Source: an optimization exercise on an open RTL-to-GDS flow (aim: small area, a short achievable clock period and few clock cycles per item). Production flows keep margins and buffers that such runs may drop. At most, simulation tests tie the RTL to the original design; equivalence was not proved. Power and IR drop assume default switching activity.

==> v29 <==
Design pointer_motion_scaler_unit, start of the top module:
module pointer_motion_scaler_unit (
  input  logic               clk,
  input  logic               rst,
  input  logic               ev_valid,
  output logic               ev_ready,
  input  logic               ev_func,
  input  logic [2:0]         ev_event_kind,
  input  logic signed [15:0] ev_motion_value,
  input  logic               ev_sync_flag,
  input  logic [2:0]         ev_action,
  output logic               res_valid,
  input  logic               res_ready,
  output logic signed [15:0] res_scaled_value,
  output logic               res_keep_event
);
  function automatic logic [1:0] q0tab(input logic [6:0] x);
    case (x)
      7'd0: q0tab = 2'd1;
      7'd1: q0tab = 2'd1;
      7'd2: q0tab = 2'd0;
      7'd3: q0tab = 2'd0;
      7'd4: q0tab = 2'd0;
      7'd5: q0tab = 2'd0;
      7'd6: q0tab = 2'd2;
      7'd7: q0tab = 2'd2;
      7'd8: q0tab = 2'd1;
      7'd9: q0tab = 2'd1;
      7'd10: q0tab = 2'd0;
      7'd11: q0tab = 2'd0;
      7'd12: q0tab = 2'd0;
      7'd13: q0tab = 2'd0;
      7'd14: q0tab = 2'd0;
      7'd15: q0tab = 2'd2;
      7'd16: q0tab = 2'd1;
      7'd17: q0tab = 2'd0;
      7'd18: q0tab = 2'd0;
      7'd19: q0tab = 2'd0;
      7'd20: q0tab = 2'd0;
      7'd21: q0tab = 2'd0;
      7'd22: q0tab = 2'd0;
      7'd23: q0tab = 2'd2;
      7'd24: q0tab = 2'd1;
      7'd25: q0tab = 2'd0;
      7'd26: q0tab = 2'd0;
      7'd27: q0tab = 2'd0;
      7'd28: q0tab = 2'd0;
      7'd29: q0tab = 2'd0;
      7'd30: q0tab = 2'd0;
      7'd31: q0tab = 2'd0;
      7'd32: q0tab = 2'd1;
      7'd33: q0tab = 2'd0;
      7'd34: q0tab = 2'd0;
      7'd35: q0tab = 2'd0;
      7'd36: q0tab = 2'd0;
      7'd37: q0tab = 2'd0;
      7'd38: q0tab = 2'd0;
  ...
export LEC_CHECK = 0
export ABC_AREA = 1
export CAP_MARGIN = 20
export CORE_MARGIN = 2
export CORE_UTILIZATION = 40
export SETUP_SLACK_MARGIN = 5
export SLEW_MARGIN = 20
create_clock -name core_clock -period 10.0 [get_ports {clk}]
run.sh (not shown) runs the stock make flow with config.mk's settings and CLKGATE_MAP_FILE= SYNTH_SCRIPT=/design/flow/synth_recipe.tcl, a recipe that flattens the netlist after the stock synthesis.
==> v11 (differences from v29) <==
--- a/flow/design.v
+++ b/flow/design.v
@@ -431,63 +431,32 @@
   logic [2:0]  mouse_level, scroll_level;
   logic        inv_h, inv_v;
   logic [1:0]  clow0, clow1, clow2, clow3;
   logic [4:0]  cdig2, cdig3;
   logic        csgn0, csgn1, csgn2, csgn3;
   localparam logic [1:0] D1 = 2'd0, D3 = 2'd1, D5 = 2'd2, D20 = 2'd3;
   logic               r_valid, r_evt, r_kf, r_scale, r_sig, r_q0z, r_q0m1;
-  logic [2:0]         r_v3;
-  logic [4:0]         r_v5;
+  logic [4:0]         r_r;
   logic [1:0]         r_low;
-  logic [2:0]         r_x1;     
-  logic [2:0]         r_x2;     
-  logic               r_x3;     
   logic               r_clrm, r_clrs;
   logic [1:0]         r_axis, r_k, r_dcl;
+  logic [2:0]         r_msel;
   logic signed [15:0] r_v;
   logic              m_valid;
   logic [17:0]       m_a1;
   logic [6:0]        m_h;
   logic              m_d1, m_sig, m_kf;
-  logic              n_valid;
-  logic [15:0]       n_w;
-  logic              n_d1, n_kf;
   logic              o_valid;
   logic signed [15:0] o_value;
   logic              o_keep;
-  logic o_free, n_adv, r_adv, r_ld, accept, accept1;
-  logic full_n, full_m, full_r, full_p;
-  logic o_valid_d, n_valid_d, m_valid_d, r_valid_d;
-  assign o_free   = res_ready || !o_valid;
-  assign n_adv    = res_ready || !full_n;
-  assign r_adv    = res_ready || !full_m;
-  assign ev_ready = res_ready || !full_p;
-  assign r_ld     = res_ready || !full_r;
+  logic o_free, r_adv, accept, accept1;
+  assign o_free   = !o_valid || res_ready;
+  assign r_adv    = !m_valid || o_free;
+  assign ev_ready = !r_valid || r_adv;
   assign accept   = ev_valid && ev_ready;
-  logic full_n_d;
-  assign full_n_d = o_valid_d && n_valid_d;
-  always_comb begin
-    r_valid_d = r_ld ? accept : r_valid;
-    m_valid_d = r_adv ? (r_valid && r_evt) : m_valid;
-    n_valid_d = n_adv ? m_valid : n_valid;
-    o_valid_d = o_free ? n_valid : o_valid;
-  end
-  always_ff @(posedge clk) begin
-    if (rst) begin
-      full_n <= 1'b0;
-      full_m <= 1'b0;
-      full_r <= 1'b0;
-      full_p <= 1'b0;
-    end else begin
-      full_n <= o_valid_d && n_valid_d;
-      full_m <= o_valid_d && n_valid_d && m_valid_d;
-      full_r <= o_valid_d && n_valid_d && m_valid_d && r_valid_d;
-      full_p <= o_valid_d && m_valid_d;
-    end
-  end
   assign accept1  = r_valid && r_adv;
   logic       scale0, wheel0, sig0;
   logic [3:0] code;
   logic [1:0] k0, dcl0;
   logic [2:0] msel0;
   logic       lneg0;
   logic [1:0] qt;
@@ -513,25 +482,40 @@
       4'd13:   begin k0 = 2'd0; dcl0 = D1;  msel0 = 3'd0; lneg0 = 1'b0; end  
       4'd15:   begin k0 = 2'd0; dcl0 = D1;  msel0 = 3'd2; lneg0 = 1'b0; end  
       default: begin k0 = 2'd0; dcl0 = D1;  msel0 = 3'd1; lneg0 = 1'b0; end  
     endcase
     qt = q0tab({code, ev_motion_value[2:0]});
   end
   logic [2:0] v3;
-  logic [4:0] v5, v5t;
+  logic [4:0] v5, v5t, u5;
   always_comb begin
     v3 = add3oh(add3oh(add3oh(oh3d(ev_motion_value[1:0]), oh3d(ev_motion_value[3:2])), add3oh(oh3d(ev_motion_value[5:4]), oh3d(ev_motion_value[7:6]))),
                 add3oh(add3oh(oh3d(ev_motion_value[9:8]), oh3d(ev_motion_value[11:10])),
                        add3oh(oh3d(ev_motion_value[13:12]), {ev_motion_value[14] & ev_motion_value[15], ev_motion_value[14] ^ ev_motion_value[15], !(ev_motion_value[14] | ev_motion_value[15])})));
     v5t = oh5n(4'({ev_motion_value[14], ev_motion_value[13], ev_motion_value[12]}) + 4'({ev_motion_value[15], 1'b0}));
     v5  = add5oh(add5oh(oh5n(ev_motion_value[3:0]), oh5n(ev_motion_value[7:4])), add5oh(oh5n(ev_motion_value[11:8]), v5t));
   end
-  logic [1:0] low0;
-  assign low0 = lneg0 ? {ev_motion_value[1] ^ ev_motion_value[0], ev_motion_value[0]}
-                      : ev_motion_value[1:0];
+  logic [1:0] l0, low0;
+  logic [4:0] r0d;
+  always_comb begin
+    l0   = {ev_motion_value[1] ^ ev_motion_value[0], ev_motion_value[0]};    
+    low0 = lneg0 ? l0 : ev_motion_value[1:0];
+    u5  = {v5[3], v5[1], v5[4], v5[2], v5[0]};    
+    case (dcl0)
+      D3:  r0d = {2'b00, v3};
+      D5:  r0d = {v5[2], v5[4], v5[1], v5[3], v5[0]};    
+      D20: case (l0)                                    
+             2'd0:    r0d = u5;
+             2'd1:    r0d = {u5[3:0], u5[4]};
+             2'd2:    r0d = {u5[2:0], u5[4:3]};
+             default: r0d = {u5[1:0], u5[4:2]};
+           endcase
+      default: r0d = 5'b00001;
+    endcase
+  end
   always_ff @(posedge clk) begin
     if (rst) begin
       mouse_level  <= 3'd4;
       scroll_level <= 3'd2;
       inv_h        <= 1'b0;
       inv_v        <= 1'b0;
     end else if (accept && ev_func) begin
@@ -544,32 +528,27 @@
         3'd5: if (scroll_level != 3'd0) scroll_level <= scroll_level - 3'd1;
         default: ;
       endcase
     end
   end
   always_ff @(posedge clk) begin
     if (rst) r_valid <= 1'b0;
-    else if (r_ld) r_valid <= accept;
-    if (r_ld) begin
+    else if (ev_ready) r_valid <= ev_valid;
+    if (ev_ready) begin
       r_evt   <= !ev_func;
       r_clrm  <= ev_func && (ev_action == 3'd2 || ev_action == 3'd3);
       r_clrs  <= ev_func && (ev_action == 3'd4 || ev_action == 3'd5);
       r_kf    <= !scale0 || ev_sync_flag;
       r_scale <= scale0;
       r_sig   <= sig0;
       r_axis  <= ev_event_kind[1:0];
       r_k     <= k0;
       r_dcl   <= dcl0;
-      r_x1    <= {msel0 == 3'd5, msel0 == 3'd1 || msel0 == 3'd4,
-                  msel0 != 3'd5 && msel0 != 3'd1 && msel0 != 3'd4};
-      r_x2    <= {msel0 == 3'd5, msel0 == 3'd3 || msel0 == 3'd4 || msel0 == 3'd6,
-                  msel0 == 3'd2};
-      r_x3    <= msel0 == 3'd6;
-      r_v3    <= v3;
-      r_v5    <= v5;
+      r_msel  <= msel0;
+      r_r     <= r0d;
       r_low   <= low0;
       r_q0z   <= (ev_motion_value[15:3] == 13'd0) && qt[0];
       r_q0m1  <= (ev_motion_value[15:3] == {13{1'b1}}) && qt[1];
       r_v     <= ev_motion_value;
     end
   end
   logic signed [15:0] v;
@@ -578,44 +557,39 @@
   assign v     = r_v;
   assign k     = r_k;
   assign dcl   = r_dcl;
   assign chain = (dcl != D1);
   assign sig   = r_sig;
   assign nu    = sig ^ chain;
   logic signed [20:0] vx, x1, x2, x3, prod;
+  logic cin;
   logic [17:0] z;
   assign vx = 21'(v);
   always_comb begin
-    x1 = ({21{r_x1[0]}} & vx) | ({21{r_x1[1]}} & (vx <<< 1)) | ({21{r_x1[2]}} & (vx <<< 3));
-    x2 = ({21{r_x2[0]}} & (vx <<< 1)) | ({21{r_x2[1]}} & (vx <<< 2)) | ({21{r_x2[2]}} & ~vx);
-    x3 = {21{r_x3}} & (vx <<< 4);
-    prod = x1 + x2 + x3 + 21'(r_x2[2]);
+    x1 = vx; x2 = '0; x3 = '0; cin = 1'b0;
+    case (r_msel)
+      3'd1: x1 = vx <<< 1;                                   
+      3'd2: x2 = vx <<< 1;                                   
+      3'd3: x2 = vx <<< 2;                                   
+      3'd4: begin x1 = vx <<< 1; x2 = vx <<< 2; end          
+      3'd5: begin x1 = vx <<< 3; x2 = ~vx; cin = 1'b1; end   
+      3'd6: begin x2 = vx <<< 2; x3 = vx <<< 4; end          
+      default: ;                                             
+    endcase
+    prod = x1 + x2 + x3 + 21'(cin);
     case (k)
       2'd1:    z = prod[18:1];
       2'd2:    z = prod[19:2];
       default: z = prod[17:0];
     endcase
   end
-  logic [4:0] r, u5;
+  logic [4:0] r;
   logic [2:0] rb;
   logic [1:0] low, l;
-  always_comb begin
-    u5 = {r_v5[3], r_v5[1], r_v5[4], r_v5[2], r_v5[0]};    
-    case (dcl)
-      D3:  r = {2'b00, r_v3};
-      D5:  r = {r_v5[2], r_v5[4], r_v5[1], r_v5[3], r_v5[0]};    
-      D20: case (l)                                               
-             2'd0:    r = u5;
-             2'd1:    r = {u5[3:0], u5[4]};
-             2'd2:    r = {u5[2:0], u5[4:3]};
-             default: r = {u5[1:0], u5[4:2]};
-           endcase
-      default: r = 5'b00001;
-    endcase
-  end
+  assign r   = r_r;
   assign rb  = {r[4], r[3] | r[2], r[3] | r[1]};
   assign low = r_low;
   assign l   = {v[1] ^ v[0], v[0]};
   logic q0z, q0m1, q0m2;
   assign q0z  = r_q0z;
   assign q0m1 = r_q0m1;
   assign q0m2 = v[15] && !r_q0m1;
@@ -705,52 +679,39 @@
       end
     end
   end
   always_ff @(posedge clk) begin
     if (rst) m_valid <= 1'b0;
     else if (r_adv) m_valid <= r_valid && r_evt;
     if (r_adv) begin
-      m_a1   <= z ^ {18{nu}};
-      m_h    <= h;
-      m_d1   <= !chain;
-      m_sig  <= sig;
-      m_kf   <= r_kf;
+      m_a1  <= z ^ {18{nu}};
+      m_h   <= h;
+      m_d1  <= !chain;
+      m_sig <= sig;
+      m_kf  <= r_kf;
     end
   end
   logic [17:0] sa;
-  logic [14:0] sb;
-  logic signed [15:0] ys;
+  logic [14:0] sb, sc;
+  logic signed [15:0] ys, yc;
   always_comb begin
     sa = m_a1 + {{11{m_h[6]}}, m_h};
     sb = sa[14:0] + (sa[14:0] << 4);
+    sc = sb + (sb << 8);
     if (!sa[17] && sa[16:15] != 2'b00)       ys = 16'sh7fff;
     else if (sa[17] && sa[16:15] != 2'b11)   ys = m_sig ? 16'sh8001 : 16'sh8000;
     else if (m_sig && sa[15:0] == 16'h8000)  ys = 16'sh8001;
     else                                     ys = sa[15:0];
-  end
-  always_ff @(posedge clk) begin
-    if (rst) n_valid <= 1'b0;
-    else if (n_adv) n_valid <= m_valid;
-    if (n_adv) begin
-      n_w  <= m_d1 ? ys : {1'b0, sb};
-      n_d1 <= m_d1;
-      n_kf <= m_kf;
-    end
-  end
-  logic [14:0] sc;
-  logic signed [15:0] yc;
-  always_comb begin
-    sc = n_w[14:0] + (n_w[14:0] << 8);
-    yc = n_d1 ? n_w : {sc[14], sc};
+    yc = m_d1 ? ys : {sc[14], sc};
   end
   always_ff @(posedge clk) begin
     if (rst) o_valid <= 1'b0;
-    else if (o_free) o_valid <= n_valid;
+    else if (o_free) o_valid <= m_valid;
     if (o_free) begin
       o_value <= yc;
-      o_keep  <= n_kf || (yc != 16'sd0);
+      o_keep  <= m_kf || (yc != 16'sd0);
     end
   end
   assign res_valid        = o_valid;
   assign res_scaled_value = o_value;
   assign res_keep_event   = o_keep;
 endmodule
ABC_AREA = default   (was 1)
SETUP_SLACK_MARGIN = 4.0   (was 5)
==> v14 (differences from v29) <==
--- a/flow/design.v
+++ b/flow/design.v
@@ -441,51 +441,47 @@
   logic [2:0]         r_x1;     
   logic [2:0]         r_x2;     
   logic               r_x3;     
   logic               r_clrm, r_clrs;
   logic [1:0]         r_axis, r_k, r_dcl;
   logic signed [15:0] r_v;
   logic              m_valid;
-  logic [17:0]       m_a1;
+  logic [19:0]       m_prod;
+  logic [1:0]        m_k;
   logic [6:0]        m_h;
-  logic              m_d1, m_sig, m_kf;
+  logic              m_nu, m_d1, m_sig, m_kf;
   logic              n_valid;
   logic [15:0]       n_w;
   logic              n_d1, n_kf;
   logic              o_valid;
   logic signed [15:0] o_value;
   logic              o_keep;
-  logic o_free, n_adv, r_adv, r_ld, accept, accept1;
-  logic full_n, full_m, full_r, full_p;
+  logic o_free, n_adv, r_adv, accept, accept1;
+  logic full_n, full_m, full_r;
   logic o_valid_d, n_valid_d, m_valid_d, r_valid_d;
   assign o_free   = res_ready || !o_valid;
   assign n_adv    = res_ready || !full_n;
   assign r_adv    = res_ready || !full_m;
-  assign ev_ready = res_ready || !full_p;
-  assign r_ld     = res_ready || !full_r;
+  assign ev_ready = res_ready || !full_r;
   assign accept   = ev_valid && ev_ready;
-  logic full_n_d;
-  assign full_n_d = o_valid_d && n_valid_d;
   always_comb begin
-    r_valid_d = r_ld ? accept : r_valid;
+    r_valid_d = ev_ready ? ev_valid : r_valid;
     m_valid_d = r_adv ? (r_valid && r_evt) : m_valid;
     n_valid_d = n_adv ? m_valid : n_valid;
     o_valid_d = o_free ? n_valid : o_valid;
   end
   always_ff @(posedge clk) begin
     if (rst) begin
       full_n <= 1'b0;
       full_m <= 1'b0;
       full_r <= 1'b0;
-      full_p <= 1'b0;
     end else begin
       full_n <= o_valid_d && n_valid_d;
       full_m <= o_valid_d && n_valid_d && m_valid_d;
       full_r <= o_valid_d && n_valid_d && m_valid_d && r_valid_d;
-      full_p <= o_valid_d && m_valid_d;
     end
   end
   assign accept1  = r_valid && r_adv;
   logic       scale0, wheel0, sig0;
   logic [3:0] code;
   logic [1:0] k0, dcl0;
   logic [2:0] msel0;
@@ -544,16 +540,16 @@
         3'd5: if (scroll_level != 3'd0) scroll_level <= scroll_level - 3'd1;
         default: ;
       endcase
     end
   end
   always_ff @(posedge clk) begin
     if (rst) r_valid <= 1'b0;
-    else if (r_ld) r_valid <= accept;
-    if (r_ld) begin
+    else if (ev_ready) r_valid <= ev_valid;
+    if (ev_ready) begin
       r_evt   <= !ev_func;
       r_clrm  <= ev_func && (ev_action == 3'd2 || ev_action == 3'd3);
       r_clrs  <= ev_func && (ev_action == 3'd4 || ev_action == 3'd5);
       r_kf    <= !scale0 || ev_sync_flag;
       r_scale <= scale0;
       r_sig   <= sig0;
       r_axis  <= ev_event_kind[1:0];
@@ -578,26 +574,20 @@
   assign v     = r_v;
   assign k     = r_k;
   assign dcl   = r_dcl;
   assign chain = (dcl != D1);
   assign sig   = r_sig;
   assign nu    = sig ^ chain;
   logic signed [20:0] vx, x1, x2, x3, prod;
-  logic [17:0] z;
   assign vx = 21'(v);
   always_comb begin
     x1 = ({21{r_x1[0]}} & vx) | ({21{r_x1[1]}} & (vx <<< 1)) | ({21{r_x1[2]}} & (vx <<< 3));
     x2 = ({21{r_x2[0]}} & (vx <<< 1)) | ({21{r_x2[1]}} & (vx <<< 2)) | ({21{r_x2[2]}} & ~vx);
     x3 = {21{r_x3}} & (vx <<< 4);
     prod = x1 + x2 + x3 + 21'(r_x2[2]);
-    case (k)
-      2'd1:    z = prod[18:1];
-      2'd2:    z = prod[19:2];
-      default: z = prod[17:0];
-    endcase
   end
   logic [4:0] r, u5;
   logic [2:0] rb;
   logic [1:0] low, l;
   always_comb begin
     u5 = {r_v5[3], r_v5[1], r_v5[4], r_v5[2], r_v5[0]};    
     case (dcl)
@@ -705,26 +695,33 @@
       end
     end
   end
   always_ff @(posedge clk) begin
     if (rst) m_valid <= 1'b0;
     else if (r_adv) m_valid <= r_valid && r_evt;
     if (r_adv) begin
-      m_a1   <= z ^ {18{nu}};
+      m_prod <= prod[19:0];
+      m_k    <= k;
+      m_nu   <= nu;
       m_h    <= h;
       m_d1   <= !chain;
       m_sig  <= sig;
       m_kf   <= r_kf;
     end
   end
-  logic [17:0] sa;
+  logic [17:0] a1, sa;
   logic [14:0] sb;
   logic signed [15:0] ys;
   always_comb begin
-    sa = m_a1 + {{11{m_h[6]}}, m_h};
+    case (m_k)
+      2'd1:    a1 = m_prod[18:1];
+      2'd2:    a1 = m_prod[19:2];
+      default: a1 = m_prod[17:0];
+    endcase
+    sa = (a1 ^ {18{m_nu}}) + {{11{m_h[6]}}, m_h};
     sb = sa[14:0] + (sa[14:0] << 4);
     if (!sa[17] && sa[16:15] != 2'b00)       ys = 16'sh7fff;
     else if (sa[17] && sa[16:15] != 2'b11)   ys = m_sig ? 16'sh8001 : 16'sh8000;
     else if (m_sig && sa[15:0] == 16'h8000)  ys = 16'sh8001;
     else                                     ys = sa[15:0];
   end
   always_ff @(posedge clk) begin
SETUP_SLACK_MARGIN = default   (was 5)
==> summary of the runs <==
In v14 the hold slack is lower than in v11, by 77 ps. Between v29 and v14, the lower cell count is in v14 (gap 4.3%, measured against v14). Non-clock buffer count: v29 < v14 < v11. Of v29 and v14, v14 has the higher core utilization (gap 0.49 points). The lowest clock power belongs to v11, the highest to v29. In v29 the synthesized cell count is higher than in v11, by about 18%. Critical path depth is the same in v11 and v29. Between v14 and v11, the lower synthesized area is in v11 (gap about 4.3%, measured against v11). Sequential power, lowest first: v11, v29, v14.
Testbench counts of v14, summed over its fixed seeds: cycles 8,016, items 8,000.
For v29 and v11, only the layout was checked, not whether the RTL still works.

afterwards: timing with drivers on the ports:
In the flow no input, the clock included, has a driving cell. The finished layouts below were timed again as built, in two steps.
Step 1 assumes that a clkbuf_16 drives the clock port and a buf_2 every other input.
Step 2 also shifts input and output timing later by t, the mid clock arrival at the registers, as if the neighbouring blocks saw the same clock.
Slacks: ideal ports / drivers / drivers and shift; pairs: ideal ports / drivers.
run	t (ns)	setup WS [ns]	worst register clock-pin slew, ns
v29	0.474	5.096 / 5.073 / 4.879	0.07 / 0.07
v11	0.472	4.255 / 4.235 / 3.861	0.06 / 0.06
v14	0.473	4.252 / 4.229 / 4.229	0.07 / 0.07
After both steps setup and hold are still met in every run listed. The setup slack of v11, which loses most, moves by -0.020 ns with the drivers and by -0.394 ns with both steps.
